Source: an optimization exercise on an open RTL-to-GDS flow (aim: small area, a short achievable clock period and few clock cycles per item). Production flows keep margins and buffers that such runs may drop. The RTL was checked by simulation tests, not by an equivalence proof against the original design. No activity file was given, so power comes from the tool's default toggle rates.

**design.v**
```verilog
`timescale 1ns / 1ps
package lkv_pkg;
  localparam int unsigned KEY_W = 32;
  localparam int unsigned CAP_W = 5;
  localparam logic [CAP_W-1:0] CAP_RESET  = 5'd16;
  localparam logic [KEY_W-1:0] MISS_VALUE = 32'hFFFF_FFFF;
  localparam logic OP_GET = 1'b0;
  localparam logic OP_PUT = 1'b1;
  typedef enum logic [1:0] {
    ST_IDLE,
    ST_LOOK,
    ST_COMMIT
  } lkv_state_e;
  typedef struct packed {
    logic ready;    
    logic look;     
    logic commit;   
    logic shift;    
    logic evict;    
  } lkv_ctl_t;
endpackage
`timescale 1ns / 1ps
module lkv_cell (
  input  logic             clk_i,
  input  logic             shift_i,
  input  logic             live_i,
  input  logic [lkv_pkg::KEY_W-1:0] probe_i,
  input  logic [lkv_pkg::KEY_W-1:0] key_i,
  input  logic [lkv_pkg::KEY_W-1:0] value_i,
  output logic [lkv_pkg::KEY_W-1:0] key_o,
  output logic [lkv_pkg::KEY_W-1:0] value_o,
  output logic             match_o
);
  logic [lkv_pkg::KEY_W-1:0] key_q;
  logic [lkv_pkg::KEY_W-1:0] value_q;
  always_ff @(posedge clk_i) begin
    if (shift_i) begin
      key_q   <= key_i;
      value_q <= value_i;
    end
  end
  assign match_o = live_i && (key_q == probe_i);
  assign key_o   = key_q;
  assign value_o = value_q;
endmodule
`timescale 1ns / 1ps
module lkv_ctrl #(
  parameter int unsigned MAX_ENTRIES = 16
) (
  input  logic                      clk_i,
  input  logic                      rst_ni,
  input  logic                      ins_i,       
  input  logic                      cfg_we_i,
  input  logic [lkv_pkg::CAP_W-1:0] cfg_data_i,
  output logic [MAX_ENTRIES-1:0]    live_o,      
  output logic [MAX_ENTRIES-1:0]    ins_mask_o,  
  output logic [MAX_ENTRIES-1:0]    tail_o,      
  output logic                      full_o
);
  logic [lkv_pkg::CAP_W-1:0] cap_q;
  logic [MAX_ENTRIES-1:0]    live_q;
  logic                      full_q;
  always_comb begin
    tail_o = '0;
    if (cap_q == '0) begin
      tail_o[0] = 1'b1;
    end else if (32'(cap_q) > MAX_ENTRIES) begin
      tail_o[MAX_ENTRIES-1] = 1'b1;
    end else begin
      for (int i = 0; i < MAX_ENTRIES; i++) begin
        if (32'(cap_q) == i + 1) tail_o[i] = 1'b1;
      end
    end
  end
  assign full_o     = full_q;
  assign ins_mask_o = full_q ? live_q : {live_q[MAX_ENTRIES-2:0], 1'b1};
  assign live_o     = live_q;
  always_ff @(posedge clk_i or negedge rst_ni) begin
    if (!rst_ni) begin
      cap_q  <= lkv_pkg::CAP_RESET;
      live_q <= '0;
      full_q <= 1'b0;
    end else if (cfg_we_i) begin
      cap_q  <= cfg_data_i;
      live_q <= '0;
      full_q <= 1'b0;
    end else if (ins_i) begin
      live_q <= ins_mask_o;
      full_q <= |(ins_mask_o & tail_o);
    end
  end
endmodule
`timescale 1ns / 1ps
module lru_key_value_cache #(
  parameter int unsigned MAX_ENTRIES = 16
) (
  input  logic             clk_i,
  input  logic             rst_ni,
  input  logic             req_valid_i,
  output logic             req_ready_o,
  input  logic             req_op_i,
  input  logic [lkv_pkg::KEY_W-1:0] req_key_i,
  input  logic [lkv_pkg::KEY_W-1:0] req_value_i,
  output logic             rsp_valid_o,
  input  logic             rsp_ready_i,
  output logic             rsp_hit_o,
  output logic [lkv_pkg::KEY_W-1:0] rsp_read_value_o,
  output logic             rsp_evicted_o,
  output logic [lkv_pkg::KEY_W-1:0] rsp_evicted_key_o,
  input  logic             cfg_we_i,
  input  logic [lkv_pkg::CAP_W-1:0] cfg_data_i
);
  localparam int unsigned W = lkv_pkg::KEY_W;
  localparam int unsigned N = MAX_ENTRIES;
  logic [N-1:0]  a_raw;
  logic [N-1:0]  a_match;
  logic          a_same;
  logic          b_valid_q;
  logic          b_op_q;
  logic [W-1:0]  b_key_q;
  logic [W-1:0]  b_val_q;
  logic [N-1:0]  b_match_q;
  logic          commit;
  logic          o_valid_q;
  logic          o_hit_q;
  logic [W-1:0]  o_rd_q;
  logic          o_ev_q;
  logic [W-1:0]  o_evk_q;
  logic          s_valid_q;
  logic          ready_q;
  logic          s_hit_q;
  logic          s_op_q;
  logic          s_ev_q;
  logic [W-1:0]  s_data_q;
  logic          pop;
  logic [N-1:0]  live;
  logic [N-1:0]  ins_mask;
  logic [N-1:0]  tail;
  logic          full;
  logic [N-1:0]  upto;
  logic [N-1:0]  shift;
  logic [W-1:0]  cell_key [N];
  logic [W-1:0]  cell_val [N];
  logic [W-1:0]  hit_val;
  logic [W-1:0]  lru_key;
  logic [W-1:0]  head_val;
  logic          hit;
  logic          put;
  logic          ins;
  logic          evict;
  logic [W-1:0]  n_rd;
  logic [W-1:0]  n_evk;
  logic [W-1:0]  n_data;
  assign commit      = !s_valid_q;
  assign req_ready_o = ready_q;
  always_ff @(posedge clk_i or negedge rst_ni) begin
    if (!rst_ni) begin
      b_valid_q <= 1'b0;
    end else if (commit) begin
      b_valid_q <= req_valid_i;
    end
  end
  always_ff @(posedge clk_i) begin
    if (commit) begin
      b_op_q    <= req_op_i;
      b_key_q   <= req_key_i;
      b_val_q   <= req_value_i;
      b_match_q <= a_match;
    end
  end
  lkv_ctrl #(
    .MAX_ENTRIES (N)
  ) u_ctrl (
    .clk_i      (clk_i),
    .rst_ni     (rst_ni),
    .ins_i      (ins),
    .cfg_we_i   (cfg_we_i),
    .cfg_data_i (cfg_data_i),
    .live_o     (live),
    .ins_mask_o (ins_mask),
    .tail_o     (tail),
    .full_o     (full)
  );
  assign put      = (b_op_q == lkv_pkg::OP_PUT);
  assign hit      = |b_match_q;
  assign ins      = b_valid_q && commit && put && !hit;
  assign evict    = put && !hit && full;
  assign head_val = put ? b_val_q : hit_val;
  always_comb begin
    upto[N-1] = b_match_q[N-1];
    for (int i = N - 2; i >= 0; i--) begin
      upto[i] = upto[i+1] | b_match_q[i];
    end
  end
  for (genvar i = 0; i < N; i++) begin : g_cell
    logic [W-1:0] nb_key;
    logic [W-1:0] nb_val;
    assign shift[i] = b_valid_q && commit && (upto[i] || (put && !hit && ins_mask[i]));
    if (i == 0) begin : g_head
      assign nb_key = b_key_q;
      assign nb_val = head_val;
    end else begin : g_body
      assign nb_key = cell_key[i-1];
      assign nb_val = cell_val[i-1];
    end
    lkv_cell u_cell (
      .clk_i   (clk_i),
      .shift_i (shift[i]),
      .live_i  (live[i]),
      .probe_i (req_key_i),
      .key_i   (nb_key),
      .value_i (nb_val),
      .key_o   (cell_key[i]),
      .value_o (cell_val[i]),
      .match_o (a_raw[i])
    );
  end
  assign a_same = (req_key_i == b_key_q);
  assign a_match[0] = shift[0] ? a_same : a_raw[0];
  for (genvar i = 1; i < N; i++) begin : g_fix
    assign a_match[i] = shift[i] ? a_raw[i-1] : a_raw[i];
  end
  always_comb begin
    hit_val = '0;
    lru_key = '0;
    for (int i = 0; i < N; i++) begin
      hit_val = hit_val | (cell_val[i] & {W{b_match_q[i]}});
      lru_key = lru_key | (cell_key[i] & {W{tail[i]}});
    end
  end
  assign n_rd   = put ? '0 : (hit ? hit_val : lkv_pkg::MISS_VALUE);
  assign n_evk  = evict ? lru_key : '0;
  assign n_data = put ? n_evk : n_rd;
  logic push;
  assign push = b_valid_q && commit;
  assign pop  = o_valid_q && rsp_ready_i;
  always_ff @(posedge clk_i or negedge rst_ni) begin
    if (!rst_ni) begin
      o_valid_q <= 1'b0;
      s_valid_q <= 1'b0;
      ready_q   <= 1'b1;
    end else begin
      if (pop || !o_valid_q) begin
        o_valid_q <= s_valid_q || push;
        s_valid_q <= 1'b0;
        ready_q   <= 1'b1;
      end else if (push) begin
        s_valid_q <= 1'b1;
        ready_q   <= 1'b0;
      end
    end
  end
  always_ff @(posedge clk_i) begin
    if (pop || !o_valid_q) begin
      if (s_valid_q) begin
        o_hit_q <= s_hit_q;
        o_rd_q  <= s_op_q ? '0 : s_data_q;
        o_ev_q  <= s_ev_q;
        o_evk_q <= s_op_q ? s_data_q : '0;
      end else begin
        o_hit_q <= hit;
        o_rd_q  <= n_rd;
        o_ev_q  <= evict;
        o_evk_q <= n_evk;
      end
    end
    if (push) begin
      s_hit_q  <= hit;
      s_op_q   <= put;
      s_ev_q   <= evict;
      s_data_q <= n_data;
    end
  end
  assign rsp_valid_o       = o_valid_q;
  assign rsp_hit_o         = o_hit_q;
  assign rsp_read_value_o  = o_rd_q;
  assign rsp_evicted_o     = o_ev_q;
  assign rsp_evicted_key_o = o_evk_q;
endmodule
```
**run.sh**
```bash
#!/bin/bash
# synth_recipe.tcl (not shown) runs the flow's synth.tcl, then flattens the netlist and writes it again
# the make line also repeats each setting of config.mk as NAME=value (left out here)
make -C /OpenROAD-flow-scripts/flow DESIGN_CONFIG=/design/flow/config.mk WORK_HOME=/design/flow/orfs CLKGATE_MAP_FILE= SYNTH_SCRIPT=/design/flow/synth_recipe.tcl finish
```
**config.mk**
```make
export PLATFORM = sky130hd
export DESIGN_NAME = lru_key_value_cache
export DESIGN_NICKNAME = lru_key_value_cache
export VERILOG_FILES = /design/flow/design.v
export SDC_FILE = /design/flow/constraint.sdc
export NUM_CORES = 4
export LEC_CHECK = 0
export ABC_CLOCK_PERIOD_IN_PS = 2500
export CAP_MARGIN = 20
export CORE_MARGIN = 2
export CORE_UTILIZATION = 40
export CTS_CLUSTER_DIAMETER = 80
export CTS_CLUSTER_SIZE = 22
export SETUP_SLACK_MARGIN = 5.0
export SLEW_MARGIN = 20
```
**constraint.sdc**
```tcl
create_clock -name core_clock -period 8.0 [get_ports {clk_i}]
set_input_delay 1.6000 -clock core_clock [delete_from_list [all_inputs] [get_ports {clk_i}]]
set_output_delay 1.6000 -clock core_clock [all_outputs]
set_load 0.01 [all_outputs]
```
==> results of run 1 <==
-- routing by layer --
metal	up-vias	track usage, %	routed length [um]
li1	13582	-	-
met1	18245	44.7	82600
met2	3299	52.0	101000
met3	747	8.18	28400
met4	16	21.1	19400
met5	-	0	105
-- registers in the layout, summed over array words and instances (netlist names), 5 cells and up --
name / cells
b_val_q: 32
b_key_q: 32
u_ctrl.live_q: 16
g_cell.u_cell.value_q: 512
g_cell.u_cell.key_q: 512
u_ctrl.cap_q: 5
o_rd_q: 32
o_evk_q: 32
b_match_q: 16
s_data_q: 32
-- area by class of cell --
class	instances	area share, %
antenna	7	0.0274
clock buffer	99	3.07
clock inverter	30	0.630
inverter	38	0.250
multi-input combinational	1713	25.8
sequential	1232	57.6
tap	1662	3.25
timing repair buffer	525	9.38
-- critical path, cell delays in order (launching register included) --
cell and delay, ns:
sky130_fd_sc_hd__edfxtp_1 0.51, sky130_fd_sc_hd__buf_12 0.18, sky130_fd_sc_hd__or4_4 0.55, sky130_fd_sc_hd__or2_4 0.29, sky130_fd_sc_hd__or3_4 0.42, sky130_fd_sc_hd__nor3_4 0.20, sky130_fd_sc_hd__o22ai_4 0.14, sky130_fd_sc_hd__buf_12 0.22
sky130_fd_sc_hd__buf_12 0.15, sky130_fd_sc_hd__mux2i_1 0.15
-- timing repair --
action                     in CTS  in global routing
hold endpoints to repair        0                  0
setup endpoints to repair    1185                461
gates cloned                   31                 10
buffers inserted              214                 30
resized for setup             791                144
pin swaps                     118                 61
hold buffers                    0                  0
-- synth_stat cells, types with 24 or more instances --
library cell	number
sky130_fd_sc_hd__a21o_1	34
sky130_fd_sc_hd__a21oi_2	28
sky130_fd_sc_hd__a221oi_1	66
sky130_fd_sc_hd__a222oi_1	64
sky130_fd_sc_hd__a22o_1	128
sky130_fd_sc_hd__a22oi_1	289
sky130_fd_sc_hd__and4_1	32
sky130_fd_sc_hd__buf_2	28
sky130_fd_sc_hd__clkbuf_1	168
sky130_fd_sc_hd__dfrtp_1	24
sky130_fd_sc_hd__edfxtp_1	1206
sky130_fd_sc_hd__inv_1	36
sky130_fd_sc_hd__mux2i_1	64
sky130_fd_sc_hd__nand3_1	84
sky130_fd_sc_hd__nand4_1	153
sky130_fd_sc_hd__nor2_1	65
sky130_fd_sc_hd__nor4_1	38
sky130_fd_sc_hd__xnor2_1	479
sky130_fd_sc_hd__xor2_1	64
-- cells by family after synthesis --
kind of cell	synth area share [%]
multiplexers	1.51
AO/OA/AOI/OAI	10.2
XOR/XNOR	9.27
buffers and inverters	2.00
flip-flops	71.9
AND/OR/NAND/NOR	5.11
-- final timing paths --
path                                                from                             to  cells past startpoint
max                                        b_match_q[14]                   b_match_q[7]                      9
max in group asynchronous                         rst_ni                      s_valid_q                      1
max reg2reg                                b_match_q[14]                   b_match_q[7]                      9
min in group asynchronous                         rst_ni              u_ctrl.live_q[14]                      1
min                        g_cell[13].u_cell.value_q[24]  g_cell[14].u_cell.value_q[24]                      0
min reg2reg                g_cell[13].u_cell.value_q[24]  g_cell[14].u_cell.value_q[24]                      0
-- per-stage QoR --
| stage | instances | setup slack [ns] | power, mW |
|---|---|---|---|
| 3_3_place_gp | 4884 | 2.83 | 12.5 |
| 4_1_cts | 5259 | 4.93 | 17.2 |
| 3_5_place_dp | 4885 | 3.28 | 12.5 |
| 5_1_grt | 5299 | 4.85 | 17.9 |
| 2_1_floorplan | 3193 | 4.39 | 10.6 |
| 6_report | 5306 | 4.88 | 17.6 |
-- layout by cell type, fill, tap and decap left out, types with 62 or more instances in the layout --
cell type and count:
sky130_fd_sc_hd__xnor2_2 93, sky130_fd_sc_hd__buf_4 230, sky130_fd_sc_hd__a221oi_1 66, sky130_fd_sc_hd__buf_12 74, sky130_fd_sc_hd__nand4_1 153, sky130_fd_sc_hd__xnor2_1 312
sky130_fd_sc_hd__xnor2_4 74, sky130_fd_sc_hd__xor2_1 62, sky130_fd_sc_hd__a22oi_1 288, sky130_fd_sc_hd__nand3_1 82, sky130_fd_sc_hd__a22o_1 125, sky130_fd_sc_hd__clkbuf_16 81
sky130_fd_sc_hd__mux2i_1 64, sky130_fd_sc_hd__a222oi_1 64, sky130_fd_sc_hd__edfxtp_1 1206
-- report_power, final --
part	switching, mW	total (mW)	internal (mW)	leakage (nW)
Clock	2.38	4.23	1.85	1.12
Sequential	0.922	9.38	8.46	11.9
Combinational	2.57	3.96	1.39	8.44
Total	5.87	17.6	11.7	21.4
==> impl_metrics.env, run 1 <==
export IMPL_grt_setup_unrepaired="yes"
export IMPL_synthCells=3193
export IMPL_grt_antenna_before_repair=17
export IMPL_critical_path_max_fanout=14
export IMPL_syn_nets=3268
export IMPL_die_area_sq_mm=0.131
export IMPL_reg2reg_slack_ns=4.88
export IMPL_mappedNetlistArea_sq_mm=0.0513
export IMPL_powerDensity_mw_per_mm2=275
export IMPL_cts_buffers_inserted=74
export IMPL_grt_start_max_net_pins=54
export IMPL_antenna_violating_nets_post_route=0
export IMPL_outcome="complete, no violations"
export IMPL_drt_pre_antenna_iters=10
export IMPL_yosys_cell_types_count=55
export IMPL_vdd_ir_drop_worst_v=0.000181
export IMPL_synth_top_flop_cell="sky130_fd_sc_hd__edfxtp_1"
export IMPL_dr_total_vias=35889
export IMPL_overflow_left_after_global_routing=0
export IMPL_nFillCells=10384
export IMPL_finalNetCount=3659
export IMPL_post_layout_util_pct=50.2
export IMPL_tritoncts_clock_tree="yes"
export IMPL_startpoint_type="flop"
export IMPL_post_synth_cell_area_avg_sq_um=16.1
export IMPL_top_level_ports=143
export IMPL_hold_class="reg2reg"
export IMPL_fin_skew_ns=0.0561
export IMPL_timing_worst_slew_pin_value_ns=1.16
export IMPL_synth_top_area_share_pct=70.6
export IMPL_io_buffers=142
export IMPL_clock_tree_root_cell="sky130_fd_sc_hd__clkbuf_16"
export IMPL_gr_usage_all_layers_pct=34.3
export IMPL_placement_cell_area_sq_mm=0.0551
export IMPL_final_standard_cell_area_without_fillers_sq_mm=0.0640
export IMPL_drive_above_1_share_pct=24.6
export IMPL_synth_seq_cells=1232
export IMPL_ys_warnings_count=5
export IMPL_wire_per_inst_um=43.6
export IMPL_die_x_um=362
export IMPL_area_growth_synth_to_final_pct=24.7
export IMPL_post_route_min_period_ns=3.12
export IMPL_endpoint_kind="flop"
export IMPL_critical_path_arrival_ns=3.62
export IMPL_core_region_area_sq_mm=0.127
export IMPL_number_of_enable_flip_flop_cells_after_synthesis=1206
export IMPL_worst_endpoint_required_ns=8.50
export IMPL_synthDominantAreaCellType="sky130_fd_sc_hd__edfxtp_1"
export IMPL_count_of_routing_violations_after_the_opening_detailed_route_iteration=7201
export IMPL_chipHeight_um=362
export IMPL_clock_tree_buffer_depth=3
export IMPL_h_tree_depth=3
export IMPL_slew_limit_headroom_pct=20.3
export IMPL_initial_core_util_pct=40.3
export IMPL_vias_per_cell=6.76
export IMPL_layout_worst_path_cycle_share_pct=39.0
export IMPL_place_detailed_hpwl_mm=145
export IMPL_ys_seq_area_share_pct=71.9
export IMPL_gp_routability_congestion=1.07
export IMPL_synth_area_leaders="sky130_fd_sc_hd__edfxtp_1, sky130_fd_sc_hd__xnor2_1, sky130_fd_sc_hd__a22oi_1, sky130_fd_sc_hd__a22o_1, sky130_fd_sc_hd__nand4_1"
export IMPL_setup_viol_count_final=0
export IMPL_setup_tns_ns=0
export IMPL_multi_input_comb_area_sq_mm=0.0165
export IMPL_route_detailed_drc=0
export IMPL_cts_reportedPaths_clkPinSlew_ns=0.09
export IMPL_fraction_of_synthesis_flops_using_an_asynchronous_set_or_reset_pin_pct=2.11
export IMPL_worst_setup_path_type="reg2reg"
export IMPL_floorplan_rows=131
export IMPL_timing_final_hold_violations=0
export IMPL_totalWireLength_mm=231
export IMPL_grt_pass1_wl_mm=305
export IMPL_p_leak_nw=21.4
export IMPL_vias_in_the_first_global_route=33541
export IMPL_clock_insertion_delay_worst_skew_ns=0.75
export IMPL_timing_final_max_slew_violations=0
export IMPL_maxCapViolCount=0
export IMPL_worst_slack_on_hold_paths_ns=0.449
export IMPL_seqCellArea_sq_mm=0.0369
export IMPL_clock_sink_count=1232
export IMPL_clock_fmax_mhz=320
Testbench counts, summed over its fixed seeds: cycles 9,616, items 9,600.
==> run 2, diff against run 1 <==
--- a/config.mk
+++ b/config.mk
@@ -5,6 +5,7 @@
 export SDC_FILE = /design/flow/constraint.sdc
 export NUM_CORES = 4
 export LEC_CHECK = 0
+export ABC_AREA = 1
 export ABC_CLOCK_PERIOD_IN_PS = 2500
 export CAP_MARGIN = 20
 export CORE_MARGIN = 2
==> impl_metrics.env, run 2 <==
export IMPL_hold_class="reg2reg"
export IMPL_switching_share_pct=35.5
export IMPL_h_tree_depth=3
export IMPL_chipHeight_um=380
export IMPL_power_sequential_fraction_pct=53.6
export IMPL_r2r_cells=8
export IMPL_fin_skew_ns=0.0446
export IMPL_nFillCells=13288
export IMPL_yosys_cell_types_count=45
export IMPL_critical_path_max_fanout=5
export IMPL_overflow_left_after_global_routing=0
export IMPL_worst_setup_path_type="reg2reg"
export IMPL_synthCells=5794
export IMPL_timing_hold_worst_path_depth=0
export IMPL_dr_total_vias=45726
export IMPL_instances_no_fill=8005
export IMPL_top_level_ports=143
export IMPL_synthDominantAreaCellType="sky130_fd_sc_hd__edfxtp_1"
export IMPL_floorplan_rows=138
export IMPL_power_clock_fraction_pct=24.3
export IMPL_syn_nets=5869
export IMPL_finalNetCount=6131
export IMPL_vdd_ir_drop_worst_v=0.000209
export IMPL_cts_buffers_inserted=76
export IMPL_grt_pass1_wl_mm=348
export IMPL_p_leak_nw=25.8
export IMPL_cell_with_the_most_instances_after_synthesis="sky130_fd_sc_hd__nand2_1"
export IMPL_count_of_routing_violations_after_the_opening_detailed_route_iteration=7295
export IMPL_internal_power_mw=11.7
export IMPL_antenna_violating_nets_post_route=0
export IMPL_core_region_area_sq_mm=0.141
export IMPL_final_standard_cell_area_without_fillers_sq_mm=0.0659
export IMPL_tritoncts_clock_tree="yes"
export IMPL_maxCapViolCount=0
export IMPL_ys_seq_area_share_pct=65.1
export IMPL_gp_routability_congestion=1.04
export IMPL_area_growth_synth_to_final_pct=16.5
export IMPL_final_cell_mix="sky130_fd_sc_hd__nand2_1, sky130_fd_sc_hd__edfxtp_1, sky130_fd_sc_hd__nor2_1"
export IMPL_initial_core_util_pct=40.1
export IMPL_synth_area_leaders="sky130_fd_sc_hd__edfxtp_1, sky130_fd_sc_hd__nand2_1, sky130_fd_sc_hd__nor2_1, sky130_fd_sc_hd__inv_1, sky130_fd_sc_hd__o21ai_0"
export IMPL_post_route_min_period_ns=3.11
export IMPL_placed_cells_incl_taps=7689
export IMPL_ys_warnings_count=5
export IMPL_grt_antenna_before_repair=8
export IMPL_comb_power_share_pct=22.1
export IMPL_fraction_of_synthesis_flops_using_an_asynchronous_set_or_reset_pin_pct=2.11
export IMPL_post_layout_util_pct=46.7
export IMPL_reg2reg_slack_ns=4.89
export IMPL_worst_endpoint_required_ns=8.61
export IMPL_timing_final_max_slew_violations=0
export IMPL_die_area_sq_mm=0.145
export IMPL_mostFrequentLayoutCell="sky130_fd_sc_hd__nand2_1"
export IMPL_clock_sink_count=1232
export IMPL_placement_cell_area_sq_mm=0.0603
export IMPL_synth_seq_cells=1232
export IMPL_powerDensity_mw_per_mm2=276
export IMPL_layout_worst_path_cycle_share_pct=38.9
export IMPL_post_synth_cell_area_avg_sq_um=9.77
export IMPL_biggestRegsByFlops="g_cell.u_cell.key_q (512), g_cell.u_cell.value_q (512)"
export IMPL_synth_top_flop_cell="sky130_fd_sc_hd__edfxtp_1"
export IMPL_drt_pre_antenna_iters=7
export IMPL_endpoint_kind="flop"
export IMPL_grt_start_max_net_pins=92
export IMPL_slew_limit_headroom_pct=23.8
export IMPL_setup_tns_ns=0
export IMPL_totalWireLength_mm=260
export IMPL_vias_in_the_first_global_route=42866
export IMPL_worstSetupStartpoint="u_ctrl.cap_q[2]"
export IMPL_clock_tree_root_cell="sky130_fd_sc_hd__clkbuf_16"
export IMPL_p_switching_mw=6.45
export IMPL_wire_per_inst_um=32.5
export IMPL_route_detailed_drc=0
export IMPL_clock_insertion_delay_worst_skew_ns=0.75
export IMPL_gr_usage_all_layers_pct=34.9
export IMPL_setup_viol_count_final=0
export IMPL_clock_tree_buffer_depth=3
export IMPL_grt_setup_unrepaired="yes"
export IMPL_clock_fmax_mhz=322
export IMPL_place_detailed_hpwl_mm=179
export IMPL_endpoint_of_the_worst_hold_path="g_cell[14].u_cell.value_q[27]"
export IMPL_p_total_mw=18.2
export IMPL_cts_reportedPaths_clkPinSlew_ns=0.11
export IMPL_drive_above_1_share_pct=11.5
export IMPL_number_of_enable_flip_flop_cells_after_synthesis=1206
export IMPL_cts_hold_repair_buffers=0
export IMPL_synth_top_area_share_pct=64.0
export IMPL_timing_worst_slew_pin_value_ns=1.13
export IMPL_mappedNetlistArea_sq_mm=0.0566
export IMPL_worstReg2RegEnd="o_evk_q[31]"
export IMPL_synth_common_cells="sky130_fd_sc_hd__nand2_1, sky130_fd_sc_hd__edfxtp_1, sky130_fd_sc_hd__nor2_1"
export IMPL_timing_final_hold_violations=0
export IMPL_hold_path_startpoint="g_cell[13].u_cell.value_q[27]"
export IMPL_startpoint_type="flop"
export IMPL_die_x_um=380
export IMPL_outcome="complete, no violations"
export IMPL_critical_path_reg2reg_startpoint="u_ctrl.cap_q[2]"
export IMPL_critical_path_arrival_ns=3.72
export IMPL_vias_per_cell=5.71
export IMPL_io_buffers=142
[run 2: cell count changes after synthesis, sizes merged, moves of 66 or more]
cell	before	now
a221oi	66	0
a22o	128	2
a22oi	289	0
buf	47	113
inv	36	461
nand2	14	2268
nand3	84	233
nor2	66	558
o21ai	10	322
xnor2	479	109
[run 2: area by class of cell]
| cell class | instances | area [sq um] | share of cell area [%] |
|---|---|---|---|
| clock inverters | 35 | 463 | 0.702 |
| multi-input cells | 3856 | 17800 | 27.0 |
| repair inverters | 6 | 38.8 | 0.0588 |
| inverters | 470 | 1990 | 3.01 |
| diodes | 8 | 20.0 | 0.0304 |
| flip-flops and latches | 1232 | 36900 | 55.9 |
| repair buffers | 414 | 4350 | 6.60 |
| well taps | 1890 | 2360 | 3.59 |
| clock buffers | 94 | 2010 | 3.05 |
[run 2: power by group through the flow]
| stage | logic, mW | clock network [mW] | registers (mW) |
|---|---|---|---|
| detailed placement | 3.59 | 0 | 9.86 |
| CTS | 3.81 | 4.42 | 9.73 |
| floorplan | 1.79 | 0 | 9.37 |
| finish | 4.02 | 4.41 | 9.76 |
| global placement | 3.57 | 0 | 9.84 |
| global route | 4.15 | 4.62 | 9.84 |
[run 2: timing repair]
action                      CTS  global route
setup endpoints to repair  1225           352
hold endpoints to repair      0             0
gates cloned                 12            10
resized for setup           520           167
pin swaps                    28            33
setup buffers               110            47
[run 2: logic make-up (layout without fill, tap and decap cells)]
group	count (synthesis)	count (layout)	synth area share (%)
XOR/XNOR	201	201	3.11
buffers and inverters	710	1019	4.99
other	0	8	0
AO/OA/AOI/OAI	406	407	3.82
AND/OR/NAND/NOR	3245	3248	22.9
flip-flops	1232	1232	65.1
[run 2: worst max-delay path by stage]
stage	endpoint	slack [ns]	cells after the start
after floorplan	o_ev_q	4.94	2
after global placement	b_match_q[0]	2.43	9
after detailed placement	g_cell[0].u_cell.value_q[18]	2.35	6
after CTS	b_match_q[0]	4.78	11
after global routing	g_cell[14].u_cell.key_q[17]	4.94	5
final	o_evk_q[31]	4.89	8
[run 2: metal layers]
metal | share of wire (%) | up-vias | global-route usage [%] | wire (um)
met3 | 11 | 701 | 6.81 | 27400
met1 | 37 | 22329 | 45.3 | 97200
met5 | 0.021 | - | 0 | 54
met2 | 43 | 3168 | 52.4 | 113000
li1 | - | 19520 | - | -
met4 | 8.6 | 8 | 24.9 | 22500
[run 2: critical path, cell delays in order, from the launching register on]
cell and delay [ns]:
sky130_fd_sc_hd__dfrtp_1 0.49, sky130_fd_sc_hd__inv_1 0.14, sky130_fd_sc_hd__nor2_1 0.68, sky130_fd_sc_hd__nand3_1 0.70, sky130_fd_sc_hd__o211ai_1 0.37, sky130_fd_sc_hd__nor2_1 0.08
sky130_fd_sc_hd__nand2_1 0.26, sky130_fd_sc_hd__nand3_1 0.15, sky130_fd_sc_hd__nand2_1 0.10
[run 2: metrics by stage]
step	worst slack (ns)	hold slack, ns
floorplan	4.94	0.424
finish	4.89	0.444
global route	4.94	0.448
global placement	2.43	0.429
detailed placement	2.35	0.432
CTS	4.78	0.443
==> run 3, diff against run 2 <==
--- a/config.mk
+++ b/config.mk
@@ -5,11 +5,10 @@
 export SDC_FILE = /design/flow/constraint.sdc
 export NUM_CORES = 4
 export LEC_CHECK = 0
-export ABC_AREA = 1
 export ABC_CLOCK_PERIOD_IN_PS = 2500
 export CAP_MARGIN = 20
 export CORE_MARGIN = 2
-export CORE_UTILIZATION = 40
+export CORE_UTILIZATION = 50
 export CTS_CLUSTER_DIAMETER = 80
 export CTS_CLUSTER_SIZE = 22
 export SETUP_SLACK_MARGIN = 5.0
==> impl_metrics.env, run 3 <==
export IMPL_outcome="complete, no violations"
export IMPL_placed_cells_incl_taps=4597
export IMPL_number_of_enable_flip_flop_cells_after_synthesis=1206
export IMPL_timing_final_max_slew_violations=0
export IMPL_drive_above_1_share_pct=23.7
export IMPL_tritoncts_clock_tree="yes"
export IMPL_synth_top_family_by_area="compound AO/OA/AOI/OAI gates"
export IMPL_wire_per_inst_um=46.7
export IMPL_grt_start_max_net_pins=70
export IMPL_fin_skew_ns=0.0306
export IMPL_antenna_violating_nets_post_route=0
export IMPL_placement_cell_area_sq_mm=0.0547
export IMPL_slew_limit_headroom_pct=26.5
export IMPL_setup_viol_count_final=0
export IMPL_cts_reportedPaths_clkPinSlew_ns=0.09
export IMPL_fraction_of_synthesis_flops_using_an_asynchronous_set_or_reset_pin_pct=2.11
export IMPL_post_route_min_period_ns=3.47
export IMPL_chipHeight_um=324
export IMPL_synth_top_flop_cell="sky130_fd_sc_hd__edfxtp_1"
export IMPL_p_leak_nw=21.3
export IMPL_die_area_sq_mm=0.105
export IMPL_postLayoutSetupSlackWorst_ns=4.53
export IMPL_synth_seq_cells=1232
export IMPL_synth_compound_area_share_pct=10.2
export IMPL_nFillCells=7440
export IMPL_top_level_ports=143
export IMPL_synth_area_leaders="sky130_fd_sc_hd__edfxtp_1, sky130_fd_sc_hd__xnor2_1, sky130_fd_sc_hd__a22oi_1, sky130_fd_sc_hd__a22o_1, sky130_fd_sc_hd__nand4_1"
export IMPL_worstPathBufferInverterCount=4
export IMPL_hold_class="reg2reg"
export IMPL_maxCapViolCount=0
export IMPL_route_detailed_drc=0
export IMPL_post_synth_fa_ha_maj_area_fraction_pct=0
export IMPL_yosys_area_share_simple_pct=5.11
export IMPL_area_growth_synth_to_final_pct=23.7
export IMPL_critical_path_arrival_ns=4.00
export IMPL_final_cell_mix="sky130_fd_sc_hd__edfxtp_1, sky130_fd_sc_hd__xnor2_1, sky130_fd_sc_hd__a22oi_1"
export IMPL_finalNetCount=3660
export IMPL_grt_setup_unrepaired="yes"
export IMPL_p_switching_mw=5.81
export IMPL_gp_routability_congestion=1.09
export IMPL_critical_path_max_fanout=3
export IMPL_timing_final_hold_violations=0
export IMPL_grt_antenna_before_repair=5
export IMPL_synth_common_cells="sky130_fd_sc_hd__edfxtp_1, sky130_fd_sc_hd__xnor2_1, sky130_fd_sc_hd__a22oi_1"
export IMPL_totalWireLength_mm=234
export IMPL_switching_share_pct=33.4
export IMPL_power_clock_fraction_pct=22.8
export IMPL_h_tree_depth=3
export IMPL_clock_sink_count=1232
export IMPL_gr_usage_all_layers_pct=43.6
export IMPL_timing_worst_slew_pin_value_ns=1.10
export IMPL_place_detailed_hpwl_mm=146
export IMPL_synth_mux_area_fraction_pct=1.51
export IMPL_count_of_routing_violations_after_the_opening_detailed_route_iteration=7698
export IMPL_power_sequential_fraction_pct=54.0
export IMPL_p_total_mw=17.4
export IMPL_comb_power_share_pct=23.2
export IMPL_clock_tree_buffer_depth=3
export IMPL_vias_in_the_first_global_route=34071
export IMPL_worst_setup_path_type="in2reg"
export IMPL_core_region_area_sq_mm=0.102
export IMPL_clock_tree_root_cell="sky130_fd_sc_hd__clkbuf_16"
export IMPL_post_synth_cell_area_avg_sq_um=16.1
export IMPL_endpoint_kind="flop"
export IMPL_vias_per_cell=7.24
export IMPL_ys_seq_area_share_pct=71.9
export IMPL_worst_path_dominant_cell_family="simple AND/OR/NAND/NOR gates"
export IMPL_dr_total_vias=36267
export IMPL_worst_endpoint_required_ns=8.53
export IMPL_instances_no_fill=5006
export IMPL_floorplan_rows=117
export IMPL_cts_hold_repair_buffers=0
export IMPL_synthCells=3193
export IMPL_worst_slack_on_hold_paths_ns=0.450
export IMPL_startpoint_type="primary input"
export IMPL_final_standard_cell_area_without_fillers_sq_mm=0.0634
export IMPL_die_x_um=324
export IMPL_grt_pass1_wl_mm=305
export IMPL_yosys_cell_types_count=55
export IMPL_placement_setup_worst_slack_ns=2.84
export IMPL_mostFrequentLayoutCell="sky130_fd_sc_hd__edfxtp_1"
export IMPL_biggestRegsByFlops="g_cell.u_cell.key_q (512), g_cell.u_cell.value_q (512)"
export IMPL_clock_fmax_mhz=288
export IMPL_cts_buffers_inserted=68
export IMPL_initial_core_util_pct=50.4
export IMPL_slowest_stage="sky130_fd_sc_hd__nand4_1"
export IMPL_drt_pre_antenna_iters=12
export IMPL_powerDensity_mw_per_mm2=274
export IMPL_vdd_ir_drop_worst_v=0.000223
export IMPL_cell_with_the_most_instances_after_synthesis="sky130_fd_sc_hd__edfxtp_1"
export IMPL_clock_insertion_delay_worst_skew_ns=0.70
export IMPL_post_layout_util_pct=62.3
export IMPL_setup_tns_ns=0
export IMPL_synth_xor_xnor_area_share_pct=9.27
export IMPL_synthDominantAreaCellType="sky130_fd_sc_hd__edfxtp_1"
export IMPL_ys_warnings_count=5
export IMPL_io_buffers=142
export IMPL_overflow_left_after_global_routing=0
export IMPL_synth_top_area_share_pct=70.6
export IMPL_syn_nets=3268
export IMPL_internal_power_mw=11.6
export IMPL_layout_worst_path_cycle_share_pct=43.3
export IMPL_critPathMaxStageDelay_ns=0.61
export IMPL_mappedNetlistArea_sq_mm=0.0513
export IMPL_worstPathCellList="buf_6 -> buf_12 -> buf_8 -> buf_8 -> xnor2_2 -> nand4_1 -> nor4_2 -> nand4_1 -> or4_4 -> mux2i_1"
## run 3: cell count changes in the layout (fill, tap and decap cells not counted), sizes merged, moves of 289 or more
cell | previous run | this run
a22oi | 0 | 289
inv | 445 | 41
nand2 | 2268 | 21
nor2 | 561 | 66
o21ai | 322 | 10
xnor2 | 109 | 479
## run 3: layer usage
metal	GRT usage (%)	wire (um)
met2	66.5	103000
met4	30.1	23200
met3	10.7	30000
met5	0	0
met1	55.1	77800
## run 3: what timing repair did
item / 4_1_cts / 5_1_grt
gates resized for setup: 757 / 126
endpoints found under the hold margin: 0 / 0
buffers inserted: 195 / 53
pin swaps: 130 / 63
setup endpoints to repair: 1259 / 592
cloned: 22 / 16
## run 3: path summary, 6_finish.rpt
kind	from	to	slack (ns)	cells past startpoint
setup / recovery	req_key_i[21]	b_match_q[11]	4.53	10
hold / removal	g_cell[14].u_cell.value_q[2]	g_cell[15].u_cell.value_q[2]	0.45	0
setup reg to reg	b_match_q[0]	b_match_q[6]	4.90	8
hold reg to reg	g_cell[14].u_cell.value_q[2]	g_cell[15].u_cell.value_q[2]	0.45	0
max in group asynchronous	rst_ni	u_ctrl.full_q	6.40	1
min in group asynchronous	rst_ni	o_valid_q	1.00	1
## run 3: cell families (layout without fill, tap and decap cells)
family / after synthesis / count (layout)
xor gates and xnor gates: 543 / 543
muxes: 76 / 76
other: 0 / 6
DFF: 1232 / 1232
AOI/OAI and AO/OA: 648 / 649
buffers and inverters: 253 / 683
and+or+nand+nor: 441 / 449
## run 3: power by group through the flow
stage               registers [mW]  logic (mW)  clock network [mW]
finish                        9.36        4.03                3.96
global route                  9.43        3.99                4.14
CTS                           9.31        3.67                3.94
detailed placement            9.39        3.13                   0
global placement              9.36        3.14                   0
floorplan                     9.06        1.51                   0
## run 3: final cells by class
cell class | count | area (sq um) | share of cell area (%)
antenna | 6 | 15.0 | 0.0237
clock buffer | 101 | 1830 | 2.88
clock inverter | 16 | 251 | 0.397
inverter | 38 | 163 | 0.256
multi-input combinational | 1717 | 16600 | 26.2
sequential | 1232 | 36900 | 58.1
tap | 1368 | 1710 | 2.70
timing repair buffer | 528 | 5980 | 9.44
==> run 4, diff against run 3 <==
--- a/config.mk
+++ b/config.mk
@@ -8,7 +8,7 @@
 export ABC_CLOCK_PERIOD_IN_PS = 2500
 export CAP_MARGIN = 20
 export CORE_MARGIN = 2
-export CORE_UTILIZATION = 50
+export CORE_UTILIZATION = 30
 export CTS_CLUSTER_DIAMETER = 80
 export CTS_CLUSTER_SIZE = 22
 export SETUP_SLACK_MARGIN = 5.0
==> impl_metrics.env, run 4 <==
export IMPL_clock_sink_count=1232
export IMPL_vias_in_the_first_global_route=33089
export IMPL_ys_warnings_count=5
export IMPL_setup_viol_count_final=0
export IMPL_use_met2_pct=38.0
export IMPL_worstSetupStartpoint="b_match_q[6]"
export IMPL_clock_tree_buffer_depth=3
export IMPL_critPathMaxStageDelay_ns=0.55
export IMPL_final_standard_cell_area_without_fillers_sq_mm=0.0656
export IMPL_timing_final_hold_violations=0
export IMPL_core_region_area_sq_mm=0.170
export IMPL_synth_top_flop_cell="sky130_fd_sc_hd__edfxtp_1"
export IMPL_count_of_routing_violations_after_the_opening_detailed_route_iteration=6584
export IMPL_hold_class="reg2reg"
export IMPL_ys_seq_area_share_pct=71.9
export IMPL_syn_nets=3268
export IMPL_synth_area_leaders="sky130_fd_sc_hd__edfxtp_1, sky130_fd_sc_hd__xnor2_1, sky130_fd_sc_hd__a22oi_1, sky130_fd_sc_hd__a22o_1, sky130_fd_sc_hd__nand4_1"
export IMPL_cell_with_the_most_instances_after_synthesis="sky130_fd_sc_hd__edfxtp_1"
export IMPL_worst_setup_path_type="reg2reg"
export IMPL_timing_final_max_slew_violations=0
export IMPL_route_detailed_drc=0
export IMPL_layout_worst_path_cycle_share_pct=39.3
export IMPL_p_switching_mw=6.01
export IMPL_timing_worst_slew_pin_value_ns=1.05
export IMPL_cts_hold_repair_buffers=0
export IMPL_totalWireLength_mm=229
export IMPL_power_clock_fraction_pct=25.6
export IMPL_critical_path_arrival_ns=3.52
export IMPL_worst_slack_on_hold_paths_ns=0.443
export IMPL_antenna_violating_nets_post_route=0
export IMPL_clock_fmax_mhz=318
export IMPL_endpoint_kind="flop"
export IMPL_reg2reg_slack_ns=4.86
export IMPL_grt_start_max_net_pins=70
export IMPL_instances_no_fill=5876
export IMPL_worstReg2RegEnd="g_cell[2].u_cell.value_q[10]"
export IMPL_floorplan_rows=151
export IMPL_synthCells=3193
export IMPL_vias_per_cell=6.12
export IMPL_critical_path_reg2reg_startpoint="b_match_q[6]"
export IMPL_overflow_left_after_global_routing=0
export IMPL_placed_cells_incl_taps=5453
export IMPL_groute_layer_met3_usage_pct=6.87
export IMPL_gr_layer_usage_met1_pct=32.6
export IMPL_mostFrequentLayoutCell="sky130_fd_sc_hd__edfxtp_1"
export IMPL_fin_skew_ns=0.0314
export IMPL_hold_path_startpoint="g_cell[13].u_cell.value_q[22]"
export IMPL_top_level_ports=143
export IMPL_nFillCells=15525
export IMPL_gr_usage_all_layers_pct=25.2
export IMPL_final_cell_mix="sky130_fd_sc_hd__edfxtp_1, sky130_fd_sc_hd__a22oi_1, sky130_fd_sc_hd__xnor2_1"
export IMPL_startpoint_type="flop"
export IMPL_worst_path_dominant_cell_family="buffers and inverters"
export IMPL_gp_routability_congestion=1.08
export IMPL_yosys_cell_types_count=55
export IMPL_worstPathBufferInverterCount=4
export IMPL_crit_path_frequent_cell="sky130_fd_sc_hd__buf_4"
export IMPL_biggestRegsByFlops="g_cell.u_cell.key_q (512), g_cell.u_cell.value_q (512)"
export IMPL_outcome="complete, no violations"
export IMPL_setup_tns_ns=0
export IMPL_comb_power_share_pct=22.7
export IMPL_worstPathCellList="buf_4 -> nor2_1 -> nor4b_4 -> nor4b_4 -> buf_4 -> buf_4 -> a21oi_4 -> buf_4"
export IMPL_wire_per_inst_um=39.0
export IMPL_endpoint_of_the_worst_hold_path="g_cell[14].u_cell.value_q[22]"
export IMPL_switching_share_pct=33.3
export IMPL_seqCellArea_sq_mm=0.0369
export IMPL_dr_total_vias=35942
export IMPL_placement_cell_area_sq_mm=0.0559
export IMPL_busiest_layer="met2"
export IMPL_grt_antenna_before_repair=16
export IMPL_maxCapViolCount=0
export IMPL_place_detailed_hpwl_mm=142
export IMPL_multi_input_comb_area_sq_mm=0.0168
export IMPL_internal_power_mw=12.0
export IMPL_synthDominantAreaCellType="sky130_fd_sc_hd__edfxtp_1"
export IMPL_number_of_enable_flip_flop_cells_after_synthesis=1206
export IMPL_post_route_min_period_ns=3.14
export IMPL_h_tree_depth=3
export IMPL_timing_hold_worst_path_depth=0
export IMPL_drt_pre_antenna_iters=9
export IMPL_chipHeight_um=417
export IMPL_cts_reportedPaths_clkPinSlew_ns=0.08
export IMPL_synth_common_cells="sky130_fd_sc_hd__edfxtp_1, sky130_fd_sc_hd__xnor2_1, sky130_fd_sc_hd__a22oi_1"
export IMPL_power_sequential_fraction_pct=51.7
export IMPL_r2r_cells=8
export IMPL_initial_core_util_pct=30.2
export IMPL_vdd_ir_drop_worst_v=0.000171
export IMPL_area_growth_synth_to_final_pct=27.9
export IMPL_clock_tree_root_cell="sky130_fd_sc_hd__clkbuf_16"
export IMPL_drive_above_1_share_pct=26.5
export IMPL_cts_buffers_inserted=81
export IMPL_grt_setup_unrepaired="yes"
export IMPL_io_buffers=142
export IMPL_fraction_of_synthesis_flops_using_an_asynchronous_set_or_reset_pin_pct=2.11
export IMPL_slowest_stage="sky130_fd_sc_hd__buf_4"
export IMPL_grt_pass1_wl_mm=300
export IMPL_mappedNetlistArea_sq_mm=0.0513
export IMPL_tritoncts_clock_tree="yes"
export IMPL_post_layout_util_pct=38.7
export IMPL_die_area_sq_mm=0.174
export IMPL_worst_endpoint_required_ns=8.38
export IMPL_die_x_um=417
export IMPL_powerDensity_mw_per_mm2=275
export IMPL_synth_top_area_share_pct=70.6
export IMPL_clock_insertion_delay_worst_skew_ns=0.75
export IMPL_finalNetCount=3669
export IMPL_critical_path_max_fanout=34
export IMPL_post_synth_cell_area_avg_sq_um=16.1
export IMPL_p_leak_nw=21.9
export IMPL_synth_seq_cells=1232
export IMPL_slew_limit_headroom_pct=27.8
## run 4: cell counts after synthesis
Identical to the previous run, type by type.
## run 4: worst max path at each step
| stage | depth (start not counted) | to | slack [ns] |
|---|---|---|---|
| 6_report | 8 | g_cell[2].u_cell.value_q[10] | 4.86 |
| 5_1_grt | 8 | g_cell[2].u_cell.value_q[10] | 4.89 |
| 4_1_cts | 1 | req_ready_o | 4.98 |
| 3_5_place_dp | 8 | b_match_q[12] | 3.14 |
| 3_3_place_gp | 8 | b_match_q[11] | 3.05 |
| 2_1_floorplan | 7 | b_match_q[14] | 4.39 |
## run 4: cell families after synthesis
logic type / after synthesis / synth area share (%)
compound gates: 648 / 10.2
simple gates: 441 / 5.11
flops: 1232 / 71.9
buf+inv: 253 / 2.00
xor+xnor: 543 / 9.27
mux: 76 / 1.51
## run 4: metal layers
metal	part of all wire [%]	routed length [um]
met5	0.041	95
met2	44	100000
met3	13	29900
met4	7.8	18000
met1	36	81500
## run 4: what timing repair did
item	in CTS	in global routing
gates resized for setup	828	191
gates cloned	40	13
endpoints found under the setup margin	1144	505
pin swaps	111	58
buffers inserted	168	55
## run 4: worst register-to-register path, cell delays in order (launching register included)
cell	delay [ns]
sky130_fd_sc_hd__edfxtp_1	0.38
sky130_fd_sc_hd__buf_4	0.52
sky130_fd_sc_hd__nor2_1	0.14
sky130_fd_sc_hd__nor4b_4	0.17
sky130_fd_sc_hd__nor4b_4	0.18
sky130_fd_sc_hd__buf_4	0.19
sky130_fd_sc_hd__buf_4	0.17
sky130_fd_sc_hd__a21oi_4	0.45
sky130_fd_sc_hd__buf_4	0.55
## run 4: layout make-up
type | instances | share of cell area, %
Antenna cell | 10 | 0.0381
Clock buffer | 92 | 3.25
Clock inverter | 45 | 0.877
Inverter | 38 | 0.233
Multi-Input combinational cell | 1715 | 25.6
Sequential cell | 1232 | 56.2
Tap cell | 2218 | 4.23
Timing Repair Buffer | 526 | 9.58
## run 4: metrics by stage
stage / total power [mW] / setup slack, ns
3_3_place_gp: 12.5 / 3.05
4_1_cts: 17.7 / 4.98
2_1_floorplan: 10.6 / 4.39
6_report: 18.0 / 4.86
3_5_place_dp: 12.5 / 3.14
5_1_grt: 18.3 / 4.89
## run 4: power groups by stage
stage / sequential (mW) / clock [mW] / combinational [mW]
floorplan: 9.06 / 0 / 1.51
global placement: 9.34 / 0 / 3.14
detailed placement: 9.35 / 0 / 3.15
CTS: 9.28 / 4.63 / 3.76
global route: 9.40 / 4.83 / 4.08
finish: 9.32 / 4.63 / 4.10
==> run 5, diff against run 4 <==
--- a/config.mk
+++ b/config.mk
@@ -5,10 +5,10 @@
 export SDC_FILE = /design/flow/constraint.sdc
 export NUM_CORES = 4
 export LEC_CHECK = 0
-export ABC_CLOCK_PERIOD_IN_PS = 2500
+export ABC_CLOCK_PERIOD_IN_PS = 1500
 export CAP_MARGIN = 20
 export CORE_MARGIN = 2
-export CORE_UTILIZATION = 30
+export CORE_UTILIZATION = 40
 export CTS_CLUSTER_DIAMETER = 80
 export CTS_CLUSTER_SIZE = 22
 export SETUP_SLACK_MARGIN = 5.0
==> impl_metrics.env, run 5 <==
export IMPL_outcome="complete, no violations"
export IMPL_biggestRegsByFlops="g_cell.u_cell.key_q (512), g_cell.u_cell.value_q (512)"
export IMPL_top_level_ports=143
export IMPL_cell_with_the_most_instances_after_synthesis="sky130_fd_sc_hd__edfxtp_1"
export IMPL_clock_tree_buffer_depth=3
export IMPL_die_x_um=362
export IMPL_worst_setup_path_type="reg2reg"
export IMPL_placement_cell_area_sq_mm=0.0551
export IMPL_timing_final_max_slew_violations=0
export IMPL_maxCapViolCount=0
export IMPL_vdd_ir_drop_worst_v=0.000181
export IMPL_mostFrequentLayoutCell="sky130_fd_sc_hd__edfxtp_1"
export IMPL_clock_fmax_mhz=320
export IMPL_cts_reportedPaths_clkPinSlew_ns=0.09
export IMPL_critical_path_max_fanout=14
export IMPL_fraction_of_synthesis_flops_using_an_asynchronous_set_or_reset_pin_pct=2.11
export IMPL_grt_setup_unrepaired="yes"
export IMPL_hold_class="reg2reg"
export IMPL_chipHeight_um=362
export IMPL_ys_warnings_count=5
export IMPL_gr_usage_all_layers_pct=34.3
export IMPL_clock_tree_root_cell="sky130_fd_sc_hd__clkbuf_16"
export IMPL_route_detailed_drc=0
export IMPL_nFillCells=10384
export IMPL_timing_worst_slew_pin_value_ns=1.16
export IMPL_wire_per_inst_um=43.6
export IMPL_fin_skew_ns=0.0561
export IMPL_p_leak_nw=21.4
export IMPL_endpoint_kind="flop"
export IMPL_synth_common_cells="sky130_fd_sc_hd__edfxtp_1, sky130_fd_sc_hd__xnor2_1, sky130_fd_sc_hd__a22oi_1"
export IMPL_overflow_left_after_global_routing=0
export IMPL_floorplan_rows=131
export IMPL_antenna_violating_nets_post_route=0
export IMPL_synthDominantAreaCellType="sky130_fd_sc_hd__edfxtp_1"
export IMPL_yosys_cell_types_count=55
export IMPL_synth_top_area_share_pct=70.6
export IMPL_totalWireLength_mm=231
export IMPL_tritoncts_clock_tree="yes"
export IMPL_post_layout_util_pct=50.2
export IMPL_initial_core_util_pct=40.3
export IMPL_h_tree_depth=3
export IMPL_finalNetCount=3659
export IMPL_final_standard_cell_area_without_fillers_sq_mm=0.0640
export IMPL_worst_slack_on_hold_paths_ns=0.449
export IMPL_vias_per_cell=6.76
export IMPL_syn_nets=3268
export IMPL_slew_limit_headroom_pct=20.3
export IMPL_grt_pass1_wl_mm=305
export IMPL_reg2reg_slack_ns=4.88
export IMPL_startpoint_type="flop"
export IMPL_setup_tns_ns=0
export IMPL_seqCellArea_sq_mm=0.0369
export IMPL_clock_insertion_delay_worst_skew_ns=0.75
export IMPL_io_buffers=142
export IMPL_mappedNetlistArea_sq_mm=0.0513
export IMPL_cts_hold_repair_buffers=0
export IMPL_grt_antenna_before_repair=17
export IMPL_cts_buffers_inserted=74
export IMPL_clock_sink_count=1232
export IMPL_setup_viol_count_final=0
export IMPL_ys_seq_area_share_pct=71.9
export IMPL_synth_top_flop_cell="sky130_fd_sc_hd__edfxtp_1"
export IMPL_synth_area_leaders="sky130_fd_sc_hd__edfxtp_1, sky130_fd_sc_hd__xnor2_1, sky130_fd_sc_hd__a22oi_1, sky130_fd_sc_hd__a22o_1, sky130_fd_sc_hd__nand4_1"
export IMPL_critical_path_arrival_ns=3.62
export IMPL_worst_endpoint_required_ns=8.50
export IMPL_drt_pre_antenna_iters=10
export IMPL_instances_no_fill=5306
export IMPL_multi_input_comb_area_sq_mm=0.0165
export IMPL_die_area_sq_mm=0.131
export IMPL_core_region_area_sq_mm=0.127
export IMPL_count_of_routing_violations_after_the_opening_detailed_route_iteration=7201
export IMPL_final_cell_mix="sky130_fd_sc_hd__edfxtp_1, sky130_fd_sc_hd__xnor2_1, sky130_fd_sc_hd__a22oi_1"
export IMPL_vias_in_the_first_global_route=33541
export IMPL_synth_seq_cells=1232
export IMPL_postLayoutSetupSlackWorst_ns=4.88
export IMPL_p_total_mw=17.6
export IMPL_gp_routability_congestion=1.07
export IMPL_place_detailed_hpwl_mm=145
export IMPL_dr_total_vias=35889
export IMPL_area_growth_synth_to_final_pct=24.7
export IMPL_grt_start_max_net_pins=54
export IMPL_placed_cells_incl_taps=4885
export IMPL_drive_above_1_share_pct=24.6
export IMPL_post_synth_cell_area_avg_sq_um=16.1
export IMPL_post_route_min_period_ns=3.12
export IMPL_layout_worst_path_cycle_share_pct=39.0
export IMPL_timing_final_hold_violations=0
export IMPL_placement_setup_worst_slack_ns=3.28
export IMPL_number_of_enable_flip_flop_cells_after_synthesis=1206
export IMPL_synthCells=3193
export IMPL_powerDensity_mw_per_mm2=275
-- run 5: final timing paths --
check	startpoint	endpoint	cells after the start
setup / recovery	b_match_q[14]	b_match_q[7]	9
hold / removal	g_cell[13].u_cell.value_q[24]	g_cell[14].u_cell.value_q[24]	0
setup reg to reg	b_match_q[14]	b_match_q[7]	9
hold reg to reg	g_cell[13].u_cell.value_q[24]	g_cell[14].u_cell.value_q[24]	0
max in group asynchronous	rst_ni	s_valid_q	1
min in group asynchronous	rst_ni	u_ctrl.live_q[14]	1
-- run 5: kinds of logic (layout without fill, tap and decap cells) --
logic type             count (synthesis)  count (layout)  synth area share [%]
flip-flops                          1232            1232                  71.9
AO/OA/AOI/OAI                        648             650                  10.2
XOR/XNOR                             543             543                  9.27
AND/OR/NAND/NOR                      441             444                  5.11
buffers and inverters                253             692                  2.00
multiplexers                          76              76                  1.51
other                                  0               7                     0
-- run 5: what timing repair did --
action | CTS | global route
endpoints found under the setup margin | 1185 | 461
setup buffers | 214 | 30
gates resized for setup | 791 | 144
pin swaps | 118 | 61
cloned | 31 | 10
-- run 5: final cells by class --
class	count	area share, %
Inverter	38	0.250
Sequential cell	1232	57.6
Multi-Input combinational cell	1713	25.8
Clock inverter	30	0.630
Tap cell	1662	3.25
Clock buffer	99	3.07
Antenna cell	7	0.0274
Timing Repair Buffer	525	9.38
-- run 5: layer usage --
metal  routed length [um]  share of wire (%)  track usage, %  vias up
met3                28400                 12            8.18      747
met1                82600                 36            44.7    18245
met4                19400                8.4            21.1       16
li1                     -                  -               -    13582
met5                  105              0.045               0        -
met2               101000                 44            52.0     3299
-- run 5: where the power goes --
part | internal [mW] | switching (mW) | leakage [nW]
combinational | 1.39 | 2.57 | 8.44
sequential | 8.46 | 0.922 | 11.9
clock | 1.85 | 2.38 | 1.12
-- run 5: critical path, stage by stage, from the launching register on --
cell and delay [ns]:
sky130_fd_sc_hd__edfxtp_1 0.51, sky130_fd_sc_hd__buf_12 0.18, sky130_fd_sc_hd__or4_4 0.55, sky130_fd_sc_hd__or2_4 0.29
sky130_fd_sc_hd__or3_4 0.42, sky130_fd_sc_hd__nor3_4 0.20, sky130_fd_sc_hd__o22ai_4 0.14, sky130_fd_sc_hd__buf_12 0.22
sky130_fd_sc_hd__buf_12 0.15, sky130_fd_sc_hd__mux2i_1 0.15
==> run 6, diff against run 5 <==
--- a/config.mk
+++ b/config.mk
@@ -5,11 +5,11 @@
 export SDC_FILE = /design/flow/constraint.sdc
 export NUM_CORES = 4
 export LEC_CHECK = 0
-export ABC_CLOCK_PERIOD_IN_PS = 1500
+export ABC_CLOCK_PERIOD_IN_PS = 2500
 export CAP_MARGIN = 20
 export CORE_MARGIN = 2
 export CORE_UTILIZATION = 40
 export CTS_CLUSTER_DIAMETER = 80
 export CTS_CLUSTER_SIZE = 22
-export SETUP_SLACK_MARGIN = 5.0
+export SETUP_SLACK_MARGIN = 4.8
 export SLEW_MARGIN = 20
==> impl_metrics.env, run 6 <==
export IMPL_nFillCells=10735
export IMPL_antenna_violating_nets_post_route=0
export IMPL_synth_area_leaders="sky130_fd_sc_hd__edfxtp_1, sky130_fd_sc_hd__xnor2_1, sky130_fd_sc_hd__a22oi_1, sky130_fd_sc_hd__a22o_1, sky130_fd_sc_hd__nand4_1"
export IMPL_timing_final_hold_violations=0
export IMPL_critical_path_max_fanout=6
export IMPL_core_region_area_sq_mm=0.127
export IMPL_endpoint_kind="flop"
export IMPL_fin_skew_ns=0.0528
export IMPL_biggestRegsByFlops="g_cell.u_cell.key_q (512), g_cell.u_cell.value_q (512)"
export IMPL_setup_viol_count_final=0
export IMPL_gp_routability_congestion=1.11
export IMPL_clock_tree_root_cell="sky130_fd_sc_hd__clkbuf_16"
export IMPL_fraction_of_synthesis_flops_using_an_asynchronous_set_or_reset_pin_pct=2.11
export IMPL_setup_tns_ns=0
export IMPL_p_total_mw=17.2
export IMPL_r2r_cells=8
export IMPL_ys_seq_area_share_pct=71.9
export IMPL_slew_limit_headroom_pct=27.2
export IMPL_timing_hold_worst_path_depth=0
export IMPL_timing_worst_slew_pin_value_ns=1.09
export IMPL_slowest_stage="sky130_fd_sc_hd__xnor2_1"
export IMPL_timing_final_max_slew_violations=0
export IMPL_vdd_ir_drop_worst_v=0.000179
export IMPL_vias_per_cell=6.73
export IMPL_gr_layer_usage_met1_pct=45.6
export IMPL_place_detailed_hpwl_mm=145
export IMPL_p_leak_nw=20.8
export IMPL_clock_tree_buffer_depth=3
export IMPL_synthCells=3193
export IMPL_startpoint_type="primary input"
export IMPL_worst_endpoint_required_ns=8.55
export IMPL_layout_worst_path_cycle_share_pct=41.3
export IMPL_post_synth_cell_area_avg_sq_um=16.1
export IMPL_critPathMaxStageDelay_ns=0.61
export IMPL_h_tree_depth=3
export IMPL_cts_buffers_inserted=72
export IMPL_synthDominantAreaCellType="sky130_fd_sc_hd__edfxtp_1"
export IMPL_synth_common_cells="sky130_fd_sc_hd__edfxtp_1, sky130_fd_sc_hd__xnor2_1, sky130_fd_sc_hd__a22oi_1"
export IMPL_top_level_ports=143
export IMPL_synth_top_area_share_pct=70.6
export IMPL_die_x_um=362
export IMPL_totalWireLength_mm=225
export IMPL_area_growth_synth_to_final_pct=21.4
export IMPL_number_of_enable_flip_flop_cells_after_synthesis=1206
export IMPL_wire_per_inst_um=42.9
export IMPL_clock_insertion_delay_worst_skew_ns=0.72
export IMPL_io_buffers=142
export IMPL_placement_setup_worst_slack_ns=2.84
export IMPL_die_area_sq_mm=0.131
export IMPL_cp_num_cells=7
export IMPL_cts_hold_repair_buffers=0
export IMPL_grt_antenna_before_repair=6
export IMPL_groute_layer_met3_usage_pct=6.73
export IMPL_busiest_layer="met2"
export IMPL_outcome="complete, no violations"
export IMPL_powerDensity_mw_per_mm2=277
export IMPL_syn_nets=3268
export IMPL_maxCapViolCount=0
export IMPL_final_cell_mix="sky130_fd_sc_hd__edfxtp_1, sky130_fd_sc_hd__xnor2_1, sky130_fd_sc_hd__a22oi_1"
export IMPL_vias_in_the_first_global_route=33078
export IMPL_use_met2_pct=51.4
export IMPL_post_route_min_period_ns=3.31
export IMPL_cts_reportedPaths_clkPinSlew_ns=0.10
export IMPL_dr_total_vias=35250
export IMPL_gr_usage_all_layers_pct=33.6
export IMPL_floorplan_rows=131
export IMPL_synth_top_flop_cell="sky130_fd_sc_hd__edfxtp_1"
export IMPL_drive_above_1_share_pct=20.1
export IMPL_critical_path_arrival_ns=3.86
export IMPL_synth_seq_cells=1232
export IMPL_drt_pre_antenna_iters=9
export IMPL_ys_warnings_count=5
export IMPL_cell_with_the_most_instances_after_synthesis="sky130_fd_sc_hd__edfxtp_1"
export IMPL_route_detailed_drc=0
export IMPL_count_of_routing_violations_after_the_opening_detailed_route_iteration=6936
export IMPL_grt_start_max_net_pins=70
export IMPL_worst_setup_path_type="in2reg"
export IMPL_tritoncts_clock_tree="yes"
export IMPL_worst_path_dominant_cell_family="simple AND/OR/NAND/NOR gates"
export IMPL_chipHeight_um=362
export IMPL_grt_setup_unrepaired="yes"
export IMPL_mostFrequentLayoutCell="sky130_fd_sc_hd__edfxtp_1"
export IMPL_finalNetCount=3603
export IMPL_yosys_cell_types_count=55
export IMPL_worst_slack_on_hold_paths_ns=0.446
export IMPL_overflow_left_after_global_routing=0
export IMPL_worstPathCellList="clkbuf_2 -> bufbuf_16 -> xnor2_1 -> nand3_1 -> nor3_1 -> nand4_1 -> mux2i_1"
export IMPL_clock_sink_count=1232
export IMPL_post_layout_util_pct=48.9
export IMPL_worstPathBufferInverterCount=2
export IMPL_hold_class="reg2reg"
export IMPL_initial_core_util_pct=40.3
export IMPL_clock_fmax_mhz=302
export IMPL_postLayoutSetupSlackWorst_ns=4.69
export IMPL_mappedNetlistArea_sq_mm=0.0513
export IMPL_grt_pass1_wl_mm=300
-- run 6: cell counts after synthesis --
Identical to the previous run, type by type.
-- run 6: cells by family after synthesis --
kind of cell,Yosys count,synth area share [%]
AND/OR/NAND/NOR,441,5.11
flip-flops,1232,71.9
buffers and inverters,253,2.00
AO/OA/AOI/OAI,648,10.2
XOR/XNOR,543,9.27
multiplexers,76,1.51
-- run 6: cell type report --
class                           instances  area, sq um  area share [%]
Inverter                               38          160           0.257
Tap cell                             1662         2080            3.34
Timing Repair Buffer                  473         5190            8.33
Multi-Input combinational cell       1711        15700            25.1
Clock inverter                         26          342           0.549
Clock buffer                           96         1970            3.16
Antenna cell                            3         7.51          0.0121
Sequential cell                      1232        36900            59.2
-- run 6: routing by layer --
metal	vias to the layer above	part of all wire [%]
met2	3050	44
met3	545	12
met1	18184	37
li1	13461	-
met5	-	0.031
met4	10	6.8
-- run 6: what timing repair did --
action / in CTS / in global routing
setup endpoints to repair: 1163 / 207
resized for setup: 449 / 118
pin swaps: 77 / 42
buffers inserted: 185 / 18
cloned: 20 / 1
-- run 6: path summary, 6_finish.rpt --
| kind | from | to | slack, ns |
|---|---|---|---|
| worst max-delay path | req_key_i[14] | b_match_q[15] | 4.69 |
| worst min-delay path | g_cell[11].u_cell.value_q[5] | g_cell[12].u_cell.value_q[5] | 0.45 |
| worst max register to register | b_match_q[13] | g_cell[2].u_cell.value_q[15] | 4.80 |
| worst min register to register | g_cell[11].u_cell.value_q[5] | g_cell[12].u_cell.value_q[5] | 0.45 |
| max in group asynchronous | rst_ni | o_valid_q | 6.58 |
| min in group asynchronous | rst_ni | u_ctrl.full_q | 0.92 |
-- run 6: worst reg2reg max path: stages (launching register included) --
cell                       delay, ns
sky130_fd_sc_hd__edfxtp_1       0.46
sky130_fd_sc_hd__buf_12         0.21
sky130_fd_sc_hd__or4_4          0.56
sky130_fd_sc_hd__nor4b_4        0.31
sky130_fd_sc_hd__nor4b_4        0.34
sky130_fd_sc_hd__buf_4          0.23
sky130_fd_sc_hd__a21oi_4        0.06
sky130_fd_sc_hd__buf_6          0.27
sky130_fd_sc_hd__buf_12         0.27
-- run 6: metrics by stage --
| stage | instances | cell area (sq um) |
|---|---|---|
| final | 5241 | 62300 |
| after global placement | 4892 | 55000 |
| after global routing | 5238 | 62300 |
| after CTS | 5219 | 61600 |
| after floorplan | 3193 | 51900 |
| after detailed placement | 4892 | 55000 |
-- run 6: where the power goes --
| group | total (mW) | internal [mW] | switching (mW) |
|---|---|---|---|
| clock | 4.22 | 1.89 | 2.33 |
| combinational | 3.66 | 1.22 | 2.44 |
| sequential | 9.35 | 8.46 | 0.888 |
| total | 17.2 | 11.6 | 5.66 |

==> separate check: timing with driven ports <==
The results above use ideal ports. As a check the final layouts listed here were re-extracted and re-timed, cells and wires unchanged.
Step 1, drivers: a clkbuf_16 drives clk_i and a buf_2 each remaining input, both assumed.
Step 2, shift: input delay + t, output delay - t, t = (earliest + latest rising clock arrival at the registers) / 2. This alone moves slack from input paths to output paths.
a / b / c = ideal ports / drivers / drivers and shift; a / b = the first two.
| run | t, ns | slack for setup (ns) | worst setup path after step 2 |
|---|---|---|---|
| run 1 | 0.810 | 4.879 / 4.879 / 4.161 | input to register |
| run 2 | 0.807 | 4.891 / 4.891 / 4.226 | input to register |
| run 3 | 0.762 | 4.532 / 4.574 / 3.812 | input to register |
| run 4 | 0.815 | 4.856 / 4.856 / 4.076 | input to register |
| run 5 | 0.810 | 4.879 / 4.879 / 4.161 | input to register |
| run 6 | 0.766 | 4.693 / 4.747 / 3.983 | input to register |
After both steps every run listed still meets setup and hold. The setup slack of run 4, which loses most, moves by 0.000 ns with the drivers and by -0.780 ns with both steps.
